What follows belongs to an exercise in optimizing a design on an open flow for small area, a short achievable clock period and few clock cycles per item; a production flow would make more cautious choices. At most, simulation tests tie the RTL to the original design; equivalence was not proved.

build 26:
// complex_div
module complex_div #(
  parameter int data_in_w  = 8,
  parameter int data_out_w = 16,
  parameter int frac_w     = 8
) (
  input  logic                         clk,
  input  logic                         reset_n,
  input  logic signed [data_in_w-1:0]  a_real,
  input  logic signed [data_in_w-1:0]  a_imag,
  input  logic signed [data_in_w-1:0]  b_real,
  input  logic signed [data_in_w-1:0]  b_imag,
  input  logic                         in_valid,
  output logic                         in_ready,
  output logic signed [data_out_w-1:0] out_real,
  output logic signed [data_out_w-1:0] out_imag,
  output logic                         out_valid,
  input  logic                         out_ready,
  output logic                         div_zero,
  output logic                         sat
);
  localparam int NS = 16;    
  localparam int DW = 16;    
  localparam int SPS = 1;    
  localparam int NT = NS / SPS;  
  logic          adv;                
  logic [NT+4:0] vld;                
  logic          kv;                 
  logic          push, pop, o_free;
  assign in_ready = adv;
  logic [7:0] ar0, ai0, br0, bi0;
  logic [3:0] br_one, br_two, br_neg, bi_one, bi_two, bi_neg;
  function automatic logic [11:0] booth(input logic [7:0] b);
    logic [3:0] o, t, n;
    logic       b2, b1, b0;
    for (int k = 0; k < 4; k++) begin
      b2   = b[2*k+1];
      b1   = b[2*k];
      b0   = (k == 0) ? 1'b0 : b[2*k-1];
      o[k] = b1 ^ b0;
      t[k] = (b2 & ~b1 & ~b0) | (~b2 & b1 & b0);
      n[k] = b2 & ~(b1 & b0);
    end
    booth = {o, t, n};
  endfunction
  logic [16:0] nr_x, nr_y, nr_z, ni_x, ni_y, ni_z;
  logic [15:0] d_x, d_y, d_z;
  logic [16:0] nr_x1, nr_y1, nr_z1, ni_x1, ni_y1, ni_z1;
  logic [15:0] d_x1, d_y1, d_z1;
  cd_front u_front (
  ...
clock: 7.0 ns
lec_check: 0
cap_margin: 20
core_margin: 2
core_utilization: 60
cts_buf_list: sky130_fd_sc_hd__clkbuf_8
cts_cluster_size: 24
setup_slack_margin: 3.8
slew_margin: 20
run.sh (not shown) runs the stock make flow with config.mk's settings and CLKGATE_MAP_FILE= SYNTH_SCRIPT=/design/flow/synth_recipe.tcl, a recipe that flattens the netlist after the stock synthesis.
Testbench counts of build 26, summed over its fixed seeds: cycles 3,376, items 3,200.
[inputs] build 95 vs build 26
diff --git a/flow/design.v b/flow/design.v
--- a/flow/design.v
+++ b/flow/design.v
@@ -48,14 +48,13 @@
   output logic [16:0] nr_y,
   output logic [16:0] nr_z,
   output logic [16:0] ni_x,
   output logic [16:0] ni_y,
   output logic [16:0] ni_z,
   output logic [15:0] d_x,
-  output logic [15:0] d_y,
-  output logic [15:0] d_z
+  output logic [15:0] d_y
 );
   wire r1 = (((br_one[0] & ar[0]) | (br_two[0] & 1'b0))) ^ br_neg[0];
   wire r2 = (((br_one[0] & ar[1]) | (br_two[0] & ar[0]))) ^ br_neg[0];
   wire r3 = (((br_one[0] & ar[2]) | (br_two[0] & ar[1]))) ^ br_neg[0];
   wire r4 = (((br_one[0] & ar[3]) | (br_two[0] & ar[2]))) ^ br_neg[0];
   wire r5 = (((br_one[0] & ar[4]) | (br_two[0] & ar[3]))) ^ br_neg[0];
@@ -601,15 +600,40 @@
   wire s539 = c514 ^ c516 ^ s517;
   wire c540 = (c514 & c516) | (c514 & s517) | (c516 & s517);
   wire s541 = c518 ^ c520 ^ nq433;
   wire c542 = (c518 & c520) | (c518 & nq433) | (c520 & nq433);
   wire s543 = nq435 ^ br[7] ^ nq470;
   wire c544 = (nq435 & br[7]) | (nq435 & nq470) | (br[7] & nq470);
-  assign d_x = {c544, c542, c540, c538, c536, c534, c532, c530, c528, c526, c524, s523, c522, s521, 1'b0, br[0]};
-  assign d_y = {1'b0, s543, s541, s539, s537, s535, s533, s531, s529, s527, s525, sq444, sq402, sq436, 1'b0, bi[0]};
-  assign d_z = {1'b0, bi[7], nq468, s519, s515, s511, s507, s503, s499, bi[3], sq445, bi[2], sq437, bi[1], 1'b0, 1'b0};
+  wire s545 = s521 ^ sq436;
+  wire c546 = s521 & sq436;
+  wire s547 = c522 ^ sq402 ^ sq437;
+  wire c548 = (c522 & sq402) | (c522 & sq437) | (sq402 & sq437);
+  wire s549 = s523 ^ sq444 ^ bi[2];
+  wire c550 = (s523 & sq444) | (s523 & bi[2]) | (sq444 & bi[2]);
+  wire s551 = c524 ^ s525 ^ sq445;
+  wire c552 = (c524 & s525) | (c524 & sq445) | (s525 & sq445);
+  wire s553 = c526 ^ s527 ^ bi[3];
+  wire c554 = (c526 & s527) | (c526 & bi[3]) | (s527 & bi[3]);
+  wire s555 = c528 ^ s529 ^ s499;
+  wire c556 = (c528 & s529) | (c528 & s499) | (s529 & s499);
+  wire s557 = c530 ^ s531 ^ s503;
+  wire c558 = (c530 & s531) | (c530 & s503) | (s531 & s503);
+  wire s559 = c532 ^ s533 ^ s507;
+  wire c560 = (c532 & s533) | (c532 & s507) | (s533 & s507);
+  wire s561 = c534 ^ s535 ^ s511;
+  wire c562 = (c534 & s535) | (c534 & s511) | (s535 & s511);
+  wire s563 = c536 ^ s537 ^ s515;
+  wire c564 = (c536 & s537) | (c536 & s515) | (s537 & s515);
+  wire s565 = c538 ^ s539 ^ s519;
+  wire c566 = (c538 & s539) | (c538 & s519) | (s539 & s519);
+  wire s567 = c540 ^ s541 ^ nq468;
+  wire c568 = (c540 & s541) | (c540 & nq468) | (s541 & nq468);
+  wire s569 = c542 ^ s543 ^ bi[7];
+  wire c570 = (c542 & s543) | (c542 & bi[7]) | (s543 & bi[7]);
+  assign d_x = {c570, c568, c566, c564, c562, c560, c558, c556, c554, c552, c550, c548, c546, s545, 1'b0, br[0]};
+  assign d_y = {c544, s569, s567, s565, s563, s561, s559, s557, s555, s553, s551, s549, s547, bi[1], 1'b0, bi[0]};
 endmodule
 module complex_div #(
   parameter int data_in_w  = 8,
   parameter int data_out_w = 16,
   parameter int frac_w     = 8
 ) (
@@ -650,22 +674,22 @@
       t[k] = (b2 & ~b1 & ~b0) | (~b2 & b1 & b0);
       n[k] = b2 & ~(b1 & b0);
     end
     booth = {o, t, n};
   endfunction
   logic [16:0] nr_x, nr_y, nr_z, ni_x, ni_y, ni_z;
-  logic [15:0] d_x, d_y, d_z;
+  logic [15:0] d_x, d_y;
   logic [16:0] nr_x1, nr_y1, nr_z1, ni_x1, ni_y1, ni_z1;
-  logic [15:0] d_x1, d_y1, d_z1;
+  logic [15:0] d_x1, d_y1;
   cd_front u_front (
     .ar(ar0), .ai(ai0), .br(br0), .bi(bi0),
     .br_one(br_one), .br_two(br_two), .br_neg(br_neg),
     .bi_one(bi_one), .bi_two(bi_two), .bi_neg(bi_neg),
     .nr_x(nr_x), .nr_y(nr_y), .nr_z(nr_z),
     .ni_x(ni_x), .ni_y(ni_y), .ni_z(ni_z),
-    .d_x(d_x), .d_y(d_y), .d_z(d_z)
+    .d_x(d_x), .d_y(d_y)
   );
   always_ff @(posedge clk) begin
     if (adv) begin
       ar0   <= a_real;
       ai0   <= a_imag;
       br0   <= b_real;
@@ -677,26 +701,25 @@
       nr_z1 <= nr_z;
       ni_x1 <= ni_x;
       ni_y1 <= ni_y;
       ni_z1 <= ni_z;
       d_x1  <= d_x;
       d_y1  <= d_y;
-      d_z1  <= d_z;
     end
   end
   logic [NS:0][14:0] rem_r, rem_i;    
   logic [NS:0][15:0] dq_r, dq_i;      
   logic [NS:0][15:0] den;
   logic [NS:0]       ng_r, ng_i, dz;   
   logic [16:0] nr2, ni2;
   logic [15:0] d2;
   always_ff @(posedge clk) begin
     if (adv) begin
       nr2 <= nr_x1 + nr_y1 + nr_z1;
       ni2 <= ni_x1 + ni_y1 + ni_z1;
-      d2  <= d_x1 + d_y1 + d_z1;
+      d2  <= d_x1 + d_y1;
     end
   end
   logic [15:0] nm_r3, nm_i3, d3;
   logic        ng_r3, ng_i3;
   always_ff @(posedge clk) begin
     if (adv) begin
--- outcome ---
Fill cell total of the finished layout delta (build 95 -> build 26): insignificant. Diff build 95..build 26 | level count of the clock H-tree | negligible. Build 26 -> build 95: row count decreased slightly. Between build 26 and build 95, the maximum clock rate is higher for build 26. Build 26 → build 95: total via count in the routed design up 387, clock-buffer cell count down 8. In terms of fraction of final layout cells with drive strength greater than 1, build 95 and build 26 differ only marginally. Comparing inverter count of the layout excluding clock inverters for build 26 and build 95, the smaller number came from build 26. Build 26 and build 95 ended up with roughly the same number of instances in the synthesized netlist.
Only the layout flow was run in build 95; the RTL was not checked for function there.

==> separate check: timing with driven ports <==
How much do the figures lean on ideal ports? The routed layouts below were timed once more, with nothing changed but the port constraints.
Step 1 sets driving cells, clkbuf_16 on the clock port and buf_2 on the other inputs (assumed; they add their load-dependent delay and slew).
Step 2, shift: input delay + t, output delay - t, t = (earliest + latest rising clock arrival at the registers) / 2. This alone moves slack from input paths to output paths.
Slacks: no drivers / after step 1 / after step 2; pairs: no drivers / after step 1.
run	shift t [ns]	setup slack, ns	clock arrival spread, ns	worst data-port slew with drivers (ns)	cell pins on the clock port's net
build 26	0.990	3.895 / 3.862 / 3.744	0.032 / 0.033	0.05	1
build 95	0.979	3.656 / 3.656 / 3.656	0.052 / 0.052	0.04	1
After both steps every run listed still meets setup and hold. The setup slack of build 26, which loses most, moves by -0.033 ns with the drivers and by -0.151 ns with both steps.
